What follows belongs to an exercise in optimizing a design on an open flow for small area and a short achievable clock period; a production flow would make more cautious choices.
The RTL was checked by simulation tests, not by an equivalence proof against the original design.
The flow treats the clock pin as an ideal source, which a real chip does not have.
Power and IR drop assume default switching activity.

// mem_responder
module mem_responder #(
  parameter int LATENCY    = cpu_mem_pkg::LATENCY_DEF,   
  parameter int DEPTH_LOG2 = 8              
) (
  input  logic                clk,
  input  logic                rst_n,
  input  logic                enable,
  input  logic                wr,
  input  logic [cpu_mem_pkg::ADDR_W-1:0] addr,
  input  logic [cpu_mem_pkg::WORD_W-1:0] data_in,
  output logic [cpu_mem_pkg::WORD_W-1:0] data_out,
  output logic                ready,
  output logic                busy,
  output logic                valid
);
Size in the first run: about 7000 cells after synthesis, roughly 4300 flip-flops, about 55 I/O pins, ~100000 sq um of cells after synthesis.
export LEC_CHECK = 0
export CAP_MARGIN = 20
export CORE_MARGIN = 2
export CORE_UTILIZATION = 65
export CTS_CLUSTER_DIAMETER = 100
export CTS_CLUSTER_SIZE = 30
export SETUP_SLACK_MARGIN = 2.7
export SLEW_MARGIN = 20
export SYNTH_HIERARCHICAL = 1
export SYNTH_MEMORY_MAX_BITS = 8192
export TNS_END_PERCENT = 20
create_clock -name core_clock -period 5.0 [get_ports {clk}]
standard.sh (not shown) runs the stock make flow with config.mk's settings and CLKGATE_MAP_FILE= SYNTH_SCRIPT=/design/flow/synth_recipe.tcl, a recipe that flattens the netlist after the stock synthesis.
==> flow/flow/run.sh <==
#!/bin/bash
# Layout flow: the standard ORFS flow (standard.sh, all steps through
# finish), with two changes:
# - the port buffers that global placement inserts are
#   sky130_fd_sc_hd__buf_4 cells instead of the delay-type buffer that
#   buffer_ports picks by default, which is slow on the input paths;
# - before clock tree synthesis, flow/pre_cts.tcl moves each flip-flop that
#   drives an output-port buffer next to that buffer (then legalizes), so
#   the flip-flop's output wire is short.
# The make output goes to standard_flow.log here; each ORFS step keeps its
# own log under orfs/logs/.
set -euo pipefail
here=$(pwd)
export BUFFER_PORTS_ARGS="-buffer_cell sky130_fd_sc_hd__buf_4"
export PRE_CTS_TCL="$here/flow/pre_cts.tcl"
bash standard.sh finish > standard_flow.log 2>&1
==> flow/flow/pre_cts.tcl <==
# Move each flip-flop that drives an output-port buffer next to that buffer,
# then legalize: shortens the flip-flop's output wire.
set block [ord::get_db_block]
set moved 0
foreach bterm [$block getBTerms] {
  if {[$bterm getIoType] ne "OUTPUT"} continue
  set net [$bterm getNet]
  if {$net eq "NULL"} continue
  set buf ""
  foreach it [$net getITerms] { if {[$it isOutputSignal]} { set buf [$it getInst] } }
  if {$buf eq ""} continue
  set innet ""
  foreach it [$buf getITerms] { if {[$it isInputSignal] && [$it getNet] ne "NULL"} { set innet [$it getNet] } }
  if {$innet eq ""} continue
  set drv ""
  foreach it [$innet getITerms] { if {[$it isOutputSignal]} { set drv [$it getInst] } }
  if {$drv eq ""} continue
  if {![string match "*__df*" [[$drv getMaster] getName]]} continue
  set loc [$buf getLocation]
  $drv setLocation [lindex $loc 0] [lindex $loc 1]
  $drv setPlacementStatus PLACED
  incr moved
}
puts "pre_cts hook: moved $moved output flip-flops next to their port buffers"
detailed_placement
Next try:
CTS_CLUSTER_SIZE = 26   (was 30)
Via count is higher by 0.31%.
Final cell count hardly moves.
Worst setup slack gets worse by 13 ps.
Utilization climbs by 0.21 points.
Die area is unchanged.
Clock skew barely changes.
Wire length stays flat.
First-iteration DRC count goes up by 1.5%.
Non-clock buffer count fell by 8.
Clock power increases by about 5%.
Count of clock-buffer cells in the layout came out higher by 23.

* * *

Setup of exp/garnet:
The RTL this note starts from:
==> flow/design.v <==
package cpu_mem_pkg;
  localparam int WORD_W      = 16;   
  localparam int ADDR_W      = 16;   
  localparam int LATENCY_DEF = 4;    
  localparam int CNT_W       = 4;    
  typedef logic [WORD_W-1:0] word_t;
  typedef enum logic {
    IDLE = 1'b0,
    WAIT = 1'b1
  } state_t;
endpackage
module lat_counter #(
  parameter int W = 4
) (
  input  logic         clk,
  input  logic         rst_n,
  input  logic         load,
  input  logic [W-1:0] load_value,
  input  logic         run,
  output logic         zero
);
  logic [W-1:0] cnt;
  always_ff @(posedge clk or negedge rst_n) begin
    if (!rst_n) begin
      cnt <= '0;
    end else if (load) begin
      cnt <= load_value;
    end else if (run && (cnt != '0)) begin
      cnt <= cnt - 1'b1;
    end
  end
  assign zero = (cnt == '0);
endmodule
module mem_responder #(
  parameter int LATENCY    = cpu_mem_pkg::LATENCY_DEF,   
  parameter int DEPTH_LOG2 = 8              
) (
  input  logic                clk,
  input  logic                rst_n,
  input  logic                enable,
  input  logic                wr,
  input  logic [cpu_mem_pkg::ADDR_W-1:0] addr,
  input  logic [cpu_mem_pkg::WORD_W-1:0] data_in,
  output logic [cpu_mem_pkg::WORD_W-1:0] data_out,
  output logic                ready,
  output logic                busy,
  output logic                valid
);
  localparam int W      = cpu_mem_pkg::WORD_W;
  localparam int NRING  = (1 << DEPTH_LOG2) / 4;
  localparam int RB     = DEPTH_LOG2 - 2;    
  localparam int GB     = 4;                 
  localparam int NG     = NRING >> GB;       
  localparam int GS     = 1 << GB;           
  logic [2:0]  st, st_nx;
  logic        idle_q;
  logic        complete;
  logic        idle_nx;
  assign complete = st[2];
  assign idle_nx  = idle_q ? ~enable : complete;
  assign st_nx    = idle_nx ? 3'd0 : st + 3'd1;
  always_ff @(posedge clk or negedge rst_n) begin
    if (!rst_n) begin
      st     <= 3'd0;
      idle_q <= 1'b1;
      ready  <= 1'b1;
      busy   <= 1'b0;
      valid  <= 1'b0;
    end else begin
      valid  <= complete;
      ready  <= idle_nx;
      busy   <= ~idle_nx;
      st     <= st_nx;
      idle_q <= (st_nx == 3'd0);
    end
  end
  logic [2:0] phase;
  logic [2:0] phase_nx;
  assign phase_nx = phase + 3'd1;
  always_ff @(posedge clk) phase <= phase_nx;
  logic [DEPTH_LOG2-1:0] lat_addr;
  logic [W-1:0]          lat_data;
  logic                  lat_wr;
  logic [GS-1:0]         sel_lo_q, sel_lo_d, sel_lo_n;
  logic [NG-1:0]         sel_hi_q, sel_hi_d;
  logic [W-1:0]          rd_word;
  logic                  rd_take;
  for (genvar i = 0; i < GS; i++) begin : g_slo
    assign sel_lo_d[i] = (addr[GB+2:3] != GB'(i));
  end
  for (genvar i = 0; i < NG; i++) begin : g_shi
    assign sel_hi_d[i] = (addr[DEPTH_LOG2:GB+3] != (RB-GB)'(i));
  end
  assign sel_lo_n = idle_q ? sel_lo_d : sel_lo_q;
  always_ff @(posedge clk) begin
    if (idle_q) begin
      lat_addr <= addr[DEPTH_LOG2:1];
      lat_data <= data_in;
      lat_wr   <= wr;
      sel_lo_q <= sel_lo_d;
      sel_hi_q <= sel_hi_d;
    end else if (rd_take) begin
      lat_data <= rd_word;
    end
  end
  logic                  pend_v, pend_v_nx;
  logic [DEPTH_LOG2-1:0] pend_addr, pend_addr_nx;
  logic [W-1:0]          pend_data;
  logic                  commit_q, commit_nx;
  logic [GS-1:0]         wr_lo_q;
  logic [NG-1:0]         wr_hi_q;
  logic [W-1:0]          wdata_n;
  assign pend_v_nx    = (complete & lat_wr) | (pend_v & ~commit_q);
  assign pend_addr_nx = (complete & lat_wr) ? lat_addr : pend_addr;
  assign commit_nx    = pend_v_nx & ((pend_addr_nx[1:0] + phase_nx[1:0]) == 2'd0);
  assign wdata_n = ~(pend_data ^ {W{phase_nx[2]}});
  always_ff @(posedge clk) begin
    pend_v    <= pend_v_nx;
    pend_addr <= pend_addr_nx;
    commit_q  <= commit_nx;
    for (int i = 0; i < GS; i++)
      wr_lo_q[i] <= commit_nx & (pend_addr_nx[GB+1:2] == GB'(i));
    for (int i = 0; i < NG; i++)
      wr_hi_q[i] <= (pend_addr_nx[DEPTH_LOG2-1:GB+2] == (RB-GB)'(i));
    if (complete && lat_wr) pend_data <= lat_data;
  end
  logic [W-1:0] s0 [NRING];
  logic [W-1:0] s1 [NRING];
  logic [W-1:0] s2 [NRING];
  logic [W-1:0] s3 [NRING];
  logic [W-1:0] s1_nx [NRING];
  logic [NRING-1:0] wen, wen_n;
  for (genvar r = 0; r < NRING; r++) begin : g_ring
    assign wen[r]   = wr_lo_q[r % GS] & wr_hi_q[r / GS];
    assign wen_n[r] = ~wen[r];
    for (genvar b = 0; b < W; b++) begin : g_bit
      mr_mux_inv u_wr (
        .s_n (wen_n[r]),
        .a   (wdata_n[b]),
        .s   (wen[r]),
        .b   (s0[r][b]),
        .y   (s1_nx[r][b])
      );
    end
    always_ff @(posedge clk) begin
      s1[r] <= s1_nx[r];
      s2[r] <= s1[r];
      s3[r] <= s2[r];
      s0[r] <= s3[r];
    end
  end
  logic [W-1:0] grp [NG];
  logic [W-1:0] tap;
  logic [2:0]   phase_m3;
  logic         at_tap;
  logic         fwd;
  logic [W-1:0] rd_next;
  for (genvar g = 0; g < NG; g++) begin : g_grp
    logic [W-1:0] grp_d;
    for (genvar b = 0; b < W; b++) begin : g_col
      logic [GS-1:0] col;
      for (genvar r = 0; r < GS; r++) begin : g_r
        assign col[r] = s3[g*GS+r][b];
      end
      mr_read_col #(.N(GS)) u_col (
        .d      (col),
        .sel_n  (sel_lo_n),
        .y      (grp_d[b])
      );
    end
    always_ff @(posedge clk) grp[g] <= grp_d;
  end
  for (genvar b = 0; b < W; b++) begin : g_tap
    logic [NG-1:0] col;
    for (genvar g = 0; g < NG; g++) begin : g_g
      assign col[g] = grp[g][b];
    end
    mr_read_col #(.N(NG)) u_col (
      .d      (col),
      .sel_n  (sel_hi_q),
      .y      (tap[b])
    );
  end
  assign phase_m3 = phase - 3'd3;
  assign at_tap   = ((lat_addr[1:0] + phase[1:0]) == 2'd0);
  assign fwd      = pend_v & (pend_addr == lat_addr);
  assign rd_word  = fwd ? pend_data : (tap ^ {W{phase_m3[2]}});
  assign rd_take  = at_tap & ~lat_wr;
  assign rd_next  = at_tap ? rd_word : lat_data;
  always_ff @(posedge clk or negedge rst_n) begin
    if (!rst_n) begin
      data_out <= '0;
    end else if (complete && !lat_wr) begin
      data_out <= rd_next;
    end
  end
endmodule
module mr_mux_inv (
  input  logic s_n,
  input  logic a,
  input  logic s,
  input  logic b,
  output logic y
);
  assign y = ~((s_n | a) & (s | b));
endmodule
module mr_read_col #(
  parameter int N = 16
) (
  input  logic [N-1:0] d,
  input  logic [N-1:0] sel_n,
  output logic         y
);
  logic [N/2-1:0] pair;
  for (genvar i = 0; i < N/2; i++) begin : g_pair
    mr_mux_inv u_pair (
      .s_n (d[2*i]),
      .a   (sel_n[2*i]),
      .s   (d[2*i+1]),
      .b   (sel_n[2*i+1]),
      .y   (pair[i])
    );
  end
  if (N == 16) begin : g_16
    logic [1:0] q;
    mr_nor4  u_q0 (.a(pair[0]), .b(pair[1]), .c(pair[2]), .d(pair[3]), .y(q[0]));
    mr_nor4  u_q1 (.a(pair[4]), .b(pair[5]), .c(pair[6]), .d(pair[7]), .y(q[1]));
    mr_nand2 u_y  (.a(q[0]), .b(q[1]), .y(y));
  end else begin : g_4
    logic q;
    mr_nor2  u_q  (.a(pair[0]), .b(pair[1]), .y(q));
    assign y = ~q;
  end
endmodule
module mr_nor4 (
  input  logic a, b, c, d,
  output logic y
);
  assign y = ~(a | b | c | d);
endmodule
module mr_nor2 (
  input  logic a, b,
  output logic y
);
  assign y = ~(a | b);
endmodule
module mr_nand2 (
  input  logic a, b,
  output logic y
);
  assign y = ~(a & b);
endmodule
==> flow/config.mk <==
export PLATFORM = sky130hd
export DESIGN_NAME = mem_responder
export DESIGN_NICKNAME = mem_responder
export VERILOG_FILES = /design/flow/design.v
export SDC_FILE = /design/flow/constraint.sdc
export NUM_CORES = 4
export LEC_CHECK = 0
export CAP_MARGIN = 20
export CORE_MARGIN = 2
export CORE_UTILIZATION = 65
export CTS_CLUSTER_DIAMETER = 100
export CTS_CLUSTER_SIZE = 30
export SETUP_SLACK_MARGIN = 2.5
export SLEW_MARGIN = 20
export SYNTH_HIERARCHICAL = 1
export SYNTH_MEMORY_MAX_BITS = 8192
==> flow/constraint.sdc <==
create_clock -name core_clock -period 5.0 [get_ports {clk}]
set_input_delay 1.0000 -clock core_clock [delete_from_list [all_inputs] [get_ports {clk}]]
set_output_delay 1.0000 -clock core_clock [all_outputs]
set_load 0.01 [all_outputs]
run.sh (not shown) runs the stock make flow with config.mk's settings and CLKGATE_MAP_FILE= SYNTH_SCRIPT=/design/flow/synth_recipe.tcl, a recipe that flattens the netlist after the stock synthesis.
Stock flow here: none of the scripts above is used.
The following lists how exp/xenon was set up differently from exp/garnet:
# exp/garnet
export LEC_CHECK = 0
export CAP_MARGIN = 20
export CORE_MARGIN = 2
export CORE_UTILIZATION = 65
export CTS_CLUSTER_DIAMETER = 100
export CTS_CLUSTER_SIZE = 30
export SETUP_SLACK_MARGIN = 2.5
export SLEW_MARGIN = 20
export SYNTH_HIERARCHICAL = 1
export SYNTH_MEMORY_MAX_BITS = 8192
create_clock -name core_clock -period 5.0 [get_ports {clk}]
# exp/xenon
export LEC_CHECK = 0
export CAP_MARGIN = 20
export CORE_MARGIN = 2
export CORE_UTILIZATION = 75
export CTS_CLUSTER_DIAMETER = 100
export CTS_CLUSTER_SIZE = 30
export PLACE_DENSITY = 0.8
export SETUP_SLACK_MARGIN = 2.5
export SLEW_MARGIN = 20
export SYNTH_HIERARCHICAL = 1
export SYNTH_MEMORY_MAX_BITS = 8192
create_clock -name core_clock -period 5.0 [get_ports {clk}]
- The fraction of met1 tracks used by global routing in exp/xenon was higher than what exp/garnet gave.
- When exp/xenon is set beside exp/garnet, its via count turns out to be about 12% larger.
- Summary of exp/xenon over exp/garnet: via count of the first global-routing pass now sits higher; number of flip-flops and latches neither gained nor lost much; area growth from synthesis to layout shows an increase of 0.83 points; setup slack decreased 300 ps.
- In exp/xenon, routed wire length is higher than in exp/garnet.
- Number of buffers added for setup after CTS delta for exp/xenon relative to exp/garnet: 33% higher
- Between exp/garnet and exp/xenon, critical path depth increased.
- Area taken by multi-input logic gates: exp/xenon > exp/garnet
- exp/garnet consumes less power than exp/xenon.

[re-timing with driven ports]
Ports are ideal in the flow. The routed layouts listed here were re-timed in OpenROAD.
Step 1 assumes that a clkbuf_16 drives the clock port and a buf_2 every other input.
Step 2 adds t to the input delays and takes it off the output delays; t is the mean of the earliest and latest rising clock arrival at the registers after step 1. Input paths then give back, and output paths get back, about the clock's delay inside the block.
Slacks: ideal ports / drivers / drivers and shift; pairs: ideal ports / drivers.
run	t, ns	slack for setup (ns)	hold WS [ns]	latest minus earliest clock arrival (ns)
the first run of note 1	0.923	2.573 / 2.497 / 1.732	0.235 / 0.257 / 0.316	0.033 / 0.032
the second run of note 1	0.905	2.560 / 2.519 / 1.650	0.251 / 0.287 / 0.317	0.032 / 0.032
exp/garnet	0.893	2.470 / 2.413 / 1.736	0.316 / 0.316 / 0.316	0.033 / 0.033
exp/xenon	0.932	2.175 / 2.175 / 1.424	0.317 / 0.317 / 0.317	0.051 / 0.051
After both steps setup and hold are still met in every run listed. For the second run of note 1, which loses most, drivers alone change the setup slack by -0.041 ns; drivers and shift together by -0.910 ns.
